This is an optimization exercise on Yosys and OpenROAD, whose aim is small area, a short achievable clock period and few clock cycles, not a production implementation.
In this exercise RTL edits were held to simulation tests only and were not proved equivalent to the original.
Power and IR drop assume default switching activity.

## sha256_msg_padder
module sha256_msg_padder #(
  parameter int LEN_W   = 64,
  parameter int TIMEOUT = 4096
) (
  input  logic                   Clk,
  input  logic                   Rst,
  input  logic [7:0]             i_Byte,
  input  logic                   i_fValid,
  input  logic                   i_fLast,
  output logic                   o_fReady,
  output logic [SHA_BLOCK_W-1:0] o_Data,
  output logic                   o_fStart,
  output logic                   o_fFirst,
  input  logic                   i_fDone,
  output logic                   o_fMsgDone,
  output logic                   o_fErr
);
  localparam int TMO_W  = $clog2(TIMEOUT) + 1;    
  localparam int HI_W   = LEN_W - 9;              
  localparam int CH_W   = 8;                      
  localparam int N_CH   = (HI_W + CH_W - 1) / CH_W;
  sha256_pkg::pad_phase_t ph_q, ph_d;
  logic              need80_q, need80_d;
  logic [5:0]        pos_q, pos_d;           
  logic              full_q, full_d;         
  logic              s_final_q, s_final_d;   
  logic              first_pend_q, first_pend_d;
  logic              ready_q, ready_d;
  logic [5:0]        lo_q, lo_d;             
  logic [HI_W-1:0]   hi_q, hi_d;             
  logic [N_CH-1:0]   cy_q, cy_d;             
  logic              hi_ones_q;
  logic              live_q;                 
  logic              start_q, out_q, out_d;
  logic              r_first_q, r_final_q;
  logic [TMO_W-1:0]  tcnt_q, tcnt_d;
  logic              msgdone_q, err_q, err_d;
  logic              accept, shift, xfer, ack, tmo, flush, near_tmo, len_end, clr, inc;
  logic [7:0]        in_byte, len_byte;
  logic [63:0]       len_field;
  assign len_field = {hi_q, lo_q, 3'b000};
  assign len_byte  = len_field[63 - 8*pos_q[2:0] -: 8];
  sha256_blk_buf u_buf (
    .Clk     (Clk),
    .shift   (shift),
    .in_byte (in_byte),
    .load    (xfer),
  ...
Settings: LEC_CHECK=0, CAP_MARGIN=20, CORE_MARGIN=2, CORE_UTILIZATION=40, CTS_CLUSTER_DIAMETER=150, CTS_CLUSTER_SIZE=30, SETUP_SLACK_MARGIN=3.0, SLEW_MARGIN=20; clock period 5.0 ns.
standard.sh (not shown) runs the stock make flow with config.mk's settings and CLKGATE_MAP_FILE= SYNTH_SCRIPT=/design/flow/synth_recipe.tcl, a recipe that flattens the netlist after the stock synthesis.
==> flow/flow/run.sh <==
#!/bin/bash
# Own layout flow: the standard layout, with one change after global
# placement: each output port's buffer is moved next to the cell that drives
# it, so the register sees a short wire and the buffer drives the long one.
set -euo pipefail
WORK=$(cd "$(dirname "$0")/.." && pwd)
cd "$WORK"
bash standard.sh "POST_GLOBAL_PLACE_TCL=$WORK/flow/obuf_near_driver.tcl" finish \
  > "$WORK/standard_finish.log" 2>&1
==> flow/flow/obuf_near_driver.tcl <==
# Move each output port's buffer onto its driver's location; detailed
# placement legalizes it later.
set block [ord::get_db_block]
set moved 0
foreach bterm [$block getBTerms] {
  if { [$bterm getIoType] != "OUTPUT" } { continue }
  set net [$bterm getNet]
  if { $net == "NULL" } { continue }
  set buf ""
  foreach it [$net getITerms] {
    if { [$it isOutputSignal] } { set buf [$it getInst] }
  }
  if { $buf == "" } { continue }
  set innet ""
  foreach it [$buf getITerms] {
    if { [$it isInputSignal] } { set innet [$it getNet] }
  }
  if { $innet == "" || $innet == "NULL" } { continue }
  set drv ""
  foreach it [$innet getITerms] {
    if { [$it isOutputSignal] } { set drv [$it getInst] }
  }
  if { $drv == "" } { continue }
  set loc [$drv getLocation]
  $buf setLocation [lindex $loc 0] [lindex $loc 1]
  incr moved
}
puts "obuf_near_driver: moved $moved output buffers"
estimate_parasitics -placement
Testbench counts at the start, summed over its fixed seeds: cycles 56,712.
==> next run, changes <==
==> flow/run.sh (new file) <==
#!/bin/bash
# synth_recipe.tcl (not shown) runs the flow's synth.tcl, then flattens the netlist and writes it again
# the make line also repeats each setting of config.mk as NAME=value (left out here)
make -C /OpenROAD-flow-scripts/flow DESIGN_CONFIG=/design/flow/config.mk WORK_HOME=/design/flow/orfs CLKGATE_MAP_FILE= SYNTH_SCRIPT=/design/flow/synth_recipe.tcl finish
removed: flow/flow/run.sh
removed: flow/flow/obuf_near_driver.tcl
removed: flow/standard.sh
After rerunning:
- combinational power decreases by 5.9%
- utilization decreases by 0.42 points
- clock-buffer cell count stays the same
- global-route usage decreases by 0.98 points
- clock skew is about the same
- via count barely changes
- sequential share of layout area increases by 0.65 points
==> next run, changes <==
==> flow/flow/run.sh (new file) <==
#!/bin/bash
# Own layout flow: the standard layout, with one change after global
# placement: each output port's buffer is moved next to the cell that drives
# it, so the register sees a short wire and the buffer drives the long one.
set -euo pipefail
WORK=$(cd "$(dirname "$0")/.." && pwd)
cd "$WORK"
bash standard.sh "POST_GLOBAL_PLACE_TCL=$WORK/flow/obuf_near_driver.tcl" finish \
  > "$WORK/standard_finish.log" 2>&1
==> flow/flow/obuf_near_driver.tcl (new file) <==
# Move each output port's buffer onto its driver's location; detailed
# placement legalizes it later.
set block [ord::get_db_block]
set moved 0
foreach bterm [$block getBTerms] {
  if { [$bterm getIoType] != "OUTPUT" } { continue }
  set net [$bterm getNet]
  if { $net == "NULL" } { continue }
  set buf ""
  foreach it [$net getITerms] {
    if { [$it isOutputSignal] } { set buf [$it getInst] }
  }
  if { $buf == "" } { continue }
  set innet ""
  foreach it [$buf getITerms] {
    if { [$it isInputSignal] } { set innet [$it getNet] }
  }
  if { $innet == "" || $innet == "NULL" } { continue }
  set drv ""
  foreach it [$innet getITerms] {
    if { [$it isOutputSignal] } { set drv [$it getInst] }
  }
  if { $drv == "" } { continue }
  set loc [$drv getLocation]
  $buf setLocation [lindex $loc 0] [lindex $loc 1]
  incr moved
}
puts "obuf_near_driver: moved $moved output buffers"
estimate_parasitics -placement
==> flow/standard.sh (new file) <==
#!/bin/bash
# synth_recipe.tcl (not shown) runs the flow's synth.tcl, then flattens the netlist and writes it again
# the make line also repeats each setting of config.mk as NAME=value (left out here)
make -C /OpenROAD-flow-scripts/flow DESIGN_CONFIG=/design/flow/config.mk WORK_HOME=/design/flow/orfs CLKGATE_MAP_FILE= SYNTH_SCRIPT=/design/flow/synth_recipe.tcl "${@:-finish}"
SETUP_SLACK_MARGIN = 2.8   (was 3.0)
removed: flow/run.sh
=> Critical path depth does not change; total power falls by 1.1%; setup slack is better by 0.085 ns; fmax rises by 3.9%; clock power went up by about 3%; die area stays the same; clock skew drops by 0.0052 ns; via count falls by 0.92%; hold slack barely changes; flip-flop and latch count stays the same; non-clock buffer count shrinks by 41.

---

== xenon ==
sha256_msg_padder, a different RTL version from the one above (not shown whole).
Size: about 1,500 cells after synthesis, about 1,100 flip-flops, about 530 I/O pins.
export LEC_CHECK = 0
export CAP_MARGIN = 20
export CORE_MARGIN = 2
export CORE_UTILIZATION = 40
export CTS_CLUSTER_DIAMETER = 150
export CTS_CLUSTER_SIZE = 30
export SETUP_SLACK_MARGIN = 2.8
export SLEW_MARGIN = 20
create_clock -name core_clock -period 5.0 [get_ports {Clk}]
==> flow/flow/run.sh <==
#!/bin/bash
# Own layout flow: the standard layout with two changes:
# - the port buffers are sky130_fd_sc_hd__buf_2 (buffer_ports' default pick is
#   a delay cell, clkdlybuf4s50_1);
# - after global placement each output port's buffer is moved next to the cell
#   that drives it, so the register sees a short wire and the buffer drives the
#   long one (flow/obuf_near_driver.tcl).
set -euo pipefail
WORK=$(cd "$(dirname "$0")/.." && pwd)
cd "$WORK"
bash standard.sh "BUFFER_PORTS_ARGS=-buffer_cell sky130_fd_sc_hd__buf_2" \
  "POST_GLOBAL_PLACE_TCL=$WORK/flow/obuf_near_driver.tcl" finish \
  > "$WORK/standard_finish.log" 2>&1
==> flow/flow/obuf_near_driver.tcl <==
# Move each output port's buffer onto its driver's location; detailed
# placement legalizes it later.
set block [ord::get_db_block]
set moved 0
foreach bterm [$block getBTerms] {
  if { [$bterm getIoType] != "OUTPUT" } { continue }
  set net [$bterm getNet]
  if { $net == "NULL" } { continue }
  set buf ""
  foreach it [$net getITerms] {
    if { [$it isOutputSignal] } { set buf [$it getInst] }
  }
  if { $buf == "" } { continue }
  set innet ""
  foreach it [$buf getITerms] {
    if { [$it isInputSignal] } { set innet [$it getNet] }
  }
  if { $innet == "" || $innet == "NULL" } { continue }
  set drv ""
  foreach it [$innet getITerms] {
    if { [$it isOutputSignal] } { set drv [$it getInst] }
  }
  if { $drv == "" } { continue }
  set loc [$drv getLocation]
  $buf setLocation [lindex $loc 0] [lindex $loc 1]
  incr moved
}
puts "obuf_near_driver: moved $moved output buffers"
estimate_parasitics -placement
Every stage of the flow completed for xenon, and the final layout passed the timing, design-rule and antenna checks.
Testbench counts of xenon, summed over its fixed seeds: cycles 56,712.
Changes in harbor relative to xenon:
==> flow/flow/run.sh <==
#!/bin/bash
# Own layout flow: the standard layout, with one change after global
# placement: each output port's buffer is moved next to the cell that drives
# it, so the register sees a short wire and the buffer drives the long one.
set -euo pipefail
WORK=$(cd "$(dirname "$0")/.." && pwd)
cd "$WORK"
bash standard.sh "POST_GLOBAL_PLACE_TCL=$WORK/flow/obuf_near_driver.tcl" finish \
  > "$WORK/standard_finish.log" 2>&1
### Flow results
Diff harbor..xenon | global route total overflow | unchanged
From xenon to harbor the numbers moved as follows: sequential share of layout area went down by 0.95 points, part of the total power dissipated in combinational logic now larger, post-route worst hold slack ~0 delta.
The inputs of ember differ from those of harbor as listed below.
==> flow/run.sh (new file) <==
#!/bin/bash
# synth_recipe.tcl (not shown) runs the flow's synth.tcl, then flattens the netlist and writes it again
# the make line also repeats each setting of config.mk as NAME=value (left out here)
make -C /OpenROAD-flow-scripts/flow DESIGN_CONFIG=/design/flow/config.mk WORK_HOME=/design/flow/orfs CLKGATE_MAP_FILE= SYNTH_SCRIPT=/design/flow/synth_recipe.tcl finish
diff --git a/flow/config.mk b/flow/config.mk
--- a/flow/config.mk
+++ b/flow/config.mk
@@ -10,4 +10,4 @@
 export CORE_UTILIZATION = 40
-export CTS_CLUSTER_DIAMETER = 150
-export CTS_CLUSTER_SIZE = 30
+export CTS_CLUSTER_DIAMETER = 100
+export CTS_CLUSTER_SIZE = 20
 export SETUP_SLACK_MARGIN = 2.8
removed: flow/flow/run.sh
removed: flow/flow/obuf_near_driver.tcl
removed: flow/standard.sh
==> comparison <==
ember reports its critical path start-end classification as flip-flop to output pin while harbor reports input port to flip-flop. ember vs. harbor: area occupied by multi-input gates went down about 0.43%; reported clock group power rose 28%; area after synthesis about even; post-cts resize count saw a decrease.
Modified inputs, willow compared to ember
diff --git a/flow/config.mk b/flow/config.mk
--- a/flow/config.mk
+++ b/flow/config.mk
@@ -10,4 +10,4 @@
 export CORE_UTILIZATION = 40
-export CTS_CLUSTER_DIAMETER = 100
-export CTS_CLUSTER_SIZE = 20
+export CTS_CLUSTER_DIAMETER = 150
+export CTS_CLUSTER_SIZE = 30
 export SETUP_SLACK_MARGIN = 2.8
### Flow results
willow ends up with a global-route wire length before repair that is 1300 µm lower than in ember.
Between ember and willow, part of the total power dissipated in combinational logic is lower for ember, willow comes in above that.
Compared to ember, the routing of willow uses less wire.
Utilization, ember and willow: smaller value in willow

[what the ideal ports hide]
Ports are ideal in the flow. The routed layouts listed here were re-timed in OpenROAD. Step 1 sets driving cells, clkbuf_16 on the clock port and buf_2 on the other inputs (assumed; they add their load-dependent delay and slew). Step 2 moves the port delays by t, midway between the first and last clock arrival at a register: inputs arrive t later, outputs are due t later. That takes back most of the time a late clock gives input paths. a / b / c = ideal / step 1 / step 2; a / b = the first two.
run	t (ns)	slack for setup (ns)	latest minus earliest clock arrival (ns)
the first run of note 1	0.659	2.802 / 2.745 / 2.371	0.032 / 0.032
the second run of note 1	0.651	2.722 / 2.664 / 2.347	0.032 / 0.032
the third run of note 1	0.667	2.807 / 2.749 / 2.434	0.027 / 0.027
xenon	0.669	2.795 / 2.736 / 2.368	0.034 / 0.034
harbor	0.667	2.747 / 2.751 / 2.084	0.025 / 0.024
ember	0.671	2.685 / 2.627 / 2.147	0.024 / 0.024
willow	0.661	2.702 / 2.644 / 2.151	0.049 / 0.049
After both steps setup and hold are still met in every run listed. The setup slack of harbor, which loses most, moves by +0.004 ns with the drivers and by -0.663 ns with both steps.
